This design comes from an exercise in tuning for a short achievable clock period and few clock cycles per item on the open sky130 flow, not from production work.
Only simulation tests tie the RTL to the original design; equivalence was not proved.
Power and IR drop assume default switching activity.

job 8483:
Design multDivUnit, start of the top module:
module multDivUnit (
  input  logic        clk,
  input  logic        reset,
  input  logic [2:0]  reqOp,
  input  logic [31:0] reqLOp,
  input  logic [31:0] reqROp,
  input  logic        reqValid,
  output logic        reqCredit,
  output logic [31:0] respResult,
  output logic        respDivByZero,
  output logic        respDivOverflow,
  output logic        respValid,
  input  logic        respCredit
);
  localparam int RB  = 4;              
  localparam int NM  = (1 << RB) - 1;  
  localparam int MW  = 32 + RB;        
  localparam logic [2:0] sIdle  = 3'd0;
  localparam logic [2:0] sDivIt = 3'd1;
  localparam logic [2:0] sOut   = 3'd2;
  localparam logic [2:0] sMul   = 3'd3;
  localparam logic [2:0] sPow   = 3'd4;
  localparam logic [2:0] sNeg   = 3'd6;
  localparam int oMul  = 0;
  localparam int oFast = 1;
  localparam int oDiv  = 2;
  localparam int oPow  = 3;
  localparam int oMulS = 4;
  logic [31:0] L;
  logic [31:0] R;
  assign L = reqLOp;
  assign R = reqROp;
  logic        dSigned;
  logic [31:0] notL;
  logic        negL;
  logic        negR;
  logic [31:0] tL;
  logic [31:0] tR;
  logic [31:0] magL0;
  logic [31:0] magR0;
  logic        dbz0;
  logic        ovf0;
  logic        less0;
  logic        fast0;
  logic [31:0] fastRes0;
  assign dSigned = reqOp[2] && !reqOp[0];
  assign notL    = ~L;
  assign negL    = dSigned && L[31];
  assign negR    = dSigned && R[31];
  assign tL      = L ^ {32{negL}};
  assign tR      = R ^ {32{negR}};
  assign magL0   = tL + {31'd0, negL};
  assign magR0   = tR + {31'd0, negR};
  assign dbz0    = (L == 32'd0);
  assign ovf0    = dSigned && (L == 32'hffff_ffff) && (R == 32'h8000_0000);
  logic [32:0] low;
  logic        multi;
  logic        contig;
  logic        pow0;
  logic [31:0] kOne;
  logic [4:0]  kBin0;
  logic [31:0] mask0;
  always_comb begin
    low[0] = 1'b0;
  ...
For scale: roughly 1,000 flip-flops, about 110 I/O pins.
export LEC_CHECK = 0
export CAP_MARGIN = 40
export CORE_MARGIN = 2
export CORE_UTILIZATION = 32
export SETUP_SLACK_MARGIN = 1.7
export SLEW_MARGIN = 30
create_clock -name core_clock -period 6.0 [get_ports {clk}]
run.sh (not shown) runs the stock make flow with config.mk's settings and CLKGATE_MAP_FILE= SYNTH_SCRIPT=/design/flow/synth_recipe.tcl, a recipe that flattens the netlist after the stock synthesis.
Testbench counts of job 8483, summed over its fixed seeds: cycles 12,850, ops 3,200.
Relative to job 8483, the following input files were edited for job 1265:
diff --git a/flow/config.mk b/flow/config.mk
--- a/flow/config.mk
+++ b/flow/config.mk
@@ -8,5 +8,6 @@
 export CAP_MARGIN = 40
 export CORE_MARGIN = 2
-export CORE_UTILIZATION = 32
-export SETUP_SLACK_MARGIN = 1.7
+export CORE_UTILIZATION = 30
+export PLACE_DENSITY = 0.68
+export SETUP_SLACK_MARGIN = 2.0
 export SLEW_MARGIN = 30
==> notes.md <==
Job 1265 — post-CTS repair timing setup buffer count about 0.7% lower, job 8483 as reference
Going from job 8483 to job 1265, CTS buffer count shrinks by 13.
Job 1265 vs. job 8483: clock network power consumption dropped 9.2%; combined global-route utilization of all metal layers dropped 1.9 points; cell count climbed 546; summed area of non-filler cells in the final layout climbed 1.5%.
Compared with job 8483, job 1265 shows a higher die area.
diff inputs: job 1265 => job 6056
diff --git a/flow/config.mk b/flow/config.mk
--- a/flow/config.mk
+++ b/flow/config.mk
@@ -9,5 +9,4 @@
 export CORE_MARGIN = 2
 export CORE_UTILIZATION = 30
-export PLACE_DENSITY = 0.68
 export SETUP_SLACK_MARGIN = 2.0
 export SLEW_MARGIN = 30
## What came out
- Job 6056 reached the final stage; the timing, DRC and antenna checks on its layout passed.
- Lower final routed wire length divided by cell count goes to job 1265 over job 6056.
- Compared with job 1265, in job 6056 hold slack comparable; total stage count of the critical path moved up; met2 capacity usage during global routing up 3.3 points; synthesized-area fraction occupied by and/or/nand/nor cells saw little to no change.
- Share of final-layout standard cells stronger than drive strength 1 was lower in job 1265 than in job 6056.
- Relative to job 1265, final period utilization has decreased by 2.2 points in job 6056.
- Diff job 1265 -> job 6056 | total of cells resized after clock tree synthesis | up by a few percent
- Of job 1265 and job 6056, job 1265 shows the lower cell count, with job 6056 above it.
- Job 1265 -> job 6056: estimated wirelength of the detail-placed design increased by a few percent
- Count of cells along the worst register-to-register path went up by a few percent going from job 1265 to job 6056.
## Diff of input files: job 2264 against job 6056
diff --git a/flow/config.mk b/flow/config.mk
--- a/flow/config.mk
+++ b/flow/config.mk
@@ -8,5 +8,5 @@
 export CAP_MARGIN = 40
 export CORE_MARGIN = 2
-export CORE_UTILIZATION = 30
+export CORE_UTILIZATION = 26
 export SETUP_SLACK_MARGIN = 2.0
 export SLEW_MARGIN = 30
Findings:
Die area deteriorates in job 2264 relative to job 6056.
As far as count of final setup violators goes, job 2264 and job 6056 are indistinguishable; the numbers are identical.
When job 2264 is measured against job 6056, its highest attainable clock frequency turns out 0.00069 GHz lower.
Diff job 2264 and job 6056: worst-case headroom to the max-slew limit higher in job 2264
Per the comparison of job 2264 with job 6056, fraction of cell area in non-clock buffers went down 0.18 points, clock group share of total power neither gained nor lost much.
--- input diff job 2264..job 5172 ---
diff --git a/flow/config.mk b/flow/config.mk
--- a/flow/config.mk
+++ b/flow/config.mk
@@ -8,5 +8,5 @@
 export CAP_MARGIN = 40
 export CORE_MARGIN = 2
-export CORE_UTILIZATION = 26
-export SETUP_SLACK_MARGIN = 2.0
+export CORE_UTILIZATION = 30
+export SETUP_SLACK_MARGIN = 3.0
 export SLEW_MARGIN = 30
Findings:
Job 2264 and job 5172 ended up with roughly the same cell area.
In terms of count of cell types in the netlist, job 5172 and job 2264 differ only marginally.
Sort job 2264 and job 5172 by largest net degree at the start of global routing asc -> top: job 5172
Looking at job 2264 and job 5172, the flip-flop and latch share of the layout cell area is a wash.
Taking job 2264 as the reference, in job 5172 post-detailed-route wirelength per cell increased by 6.4% relative to the old numbers; count of plain and timing-repair buffers in the layout increased by about 2.2% relative to the old numbers.
Looking at end of the critical path, the pp1[10] result is from job 5172; the pp1[3] one comes from job 2264.

==> static timing again, ports no longer ideal <==
Ports are ideal in the flow. The routed layouts listed here were re-timed in OpenROAD.
Step 1: set_driving_cell puts a clkbuf_16 on clk and a buf_2 on each other input, an assumption about the parent block.
Step 2 also shifts input and output timing later by t, the mid clock arrival at the registers, as if the neighbouring blocks saw the same clock.
a / b / c = no drivers / after step 1 / after step 2; a / b = the first two.
| run | shift t [ns] | slack for setup (ns) | hold slack, ns | worst setup path at the end | worst slew at a driven data input, ns |
|---|---|---|---|---|---|
| job 8483 | 1.030 | 0.782 / 0.582 / -0.448 | 0.454 / 0.454 / 0.454 | input to register | 0.48 |
| job 1265 | 1.054 | 0.769 / 0.611 / -0.443 | 0.449 / 0.449 / 0.449 | input to register | 0.48 |
| job 6056 | 0.982 | 0.901 / 0.680 / -0.302 | 0.448 / 0.448 / 0.448 | input to register | 0.44 |
| job 2264 | 1.047 | 0.884 / 0.538 / -0.509 | 0.368 / 0.368 / 0.368 | input to register | 0.58 |
| job 5172 | 1.026 | 0.827 / 0.509 / -0.518 | 0.452 / 0.452 / 0.452 | input to register | 0.55 |
With both steps, setup timing fails in every run listed, where it was met with ideal ports. For job 2264, which loses most, drivers alone change the setup slack by -0.346 ns; drivers and shift together by -1.393 ns.
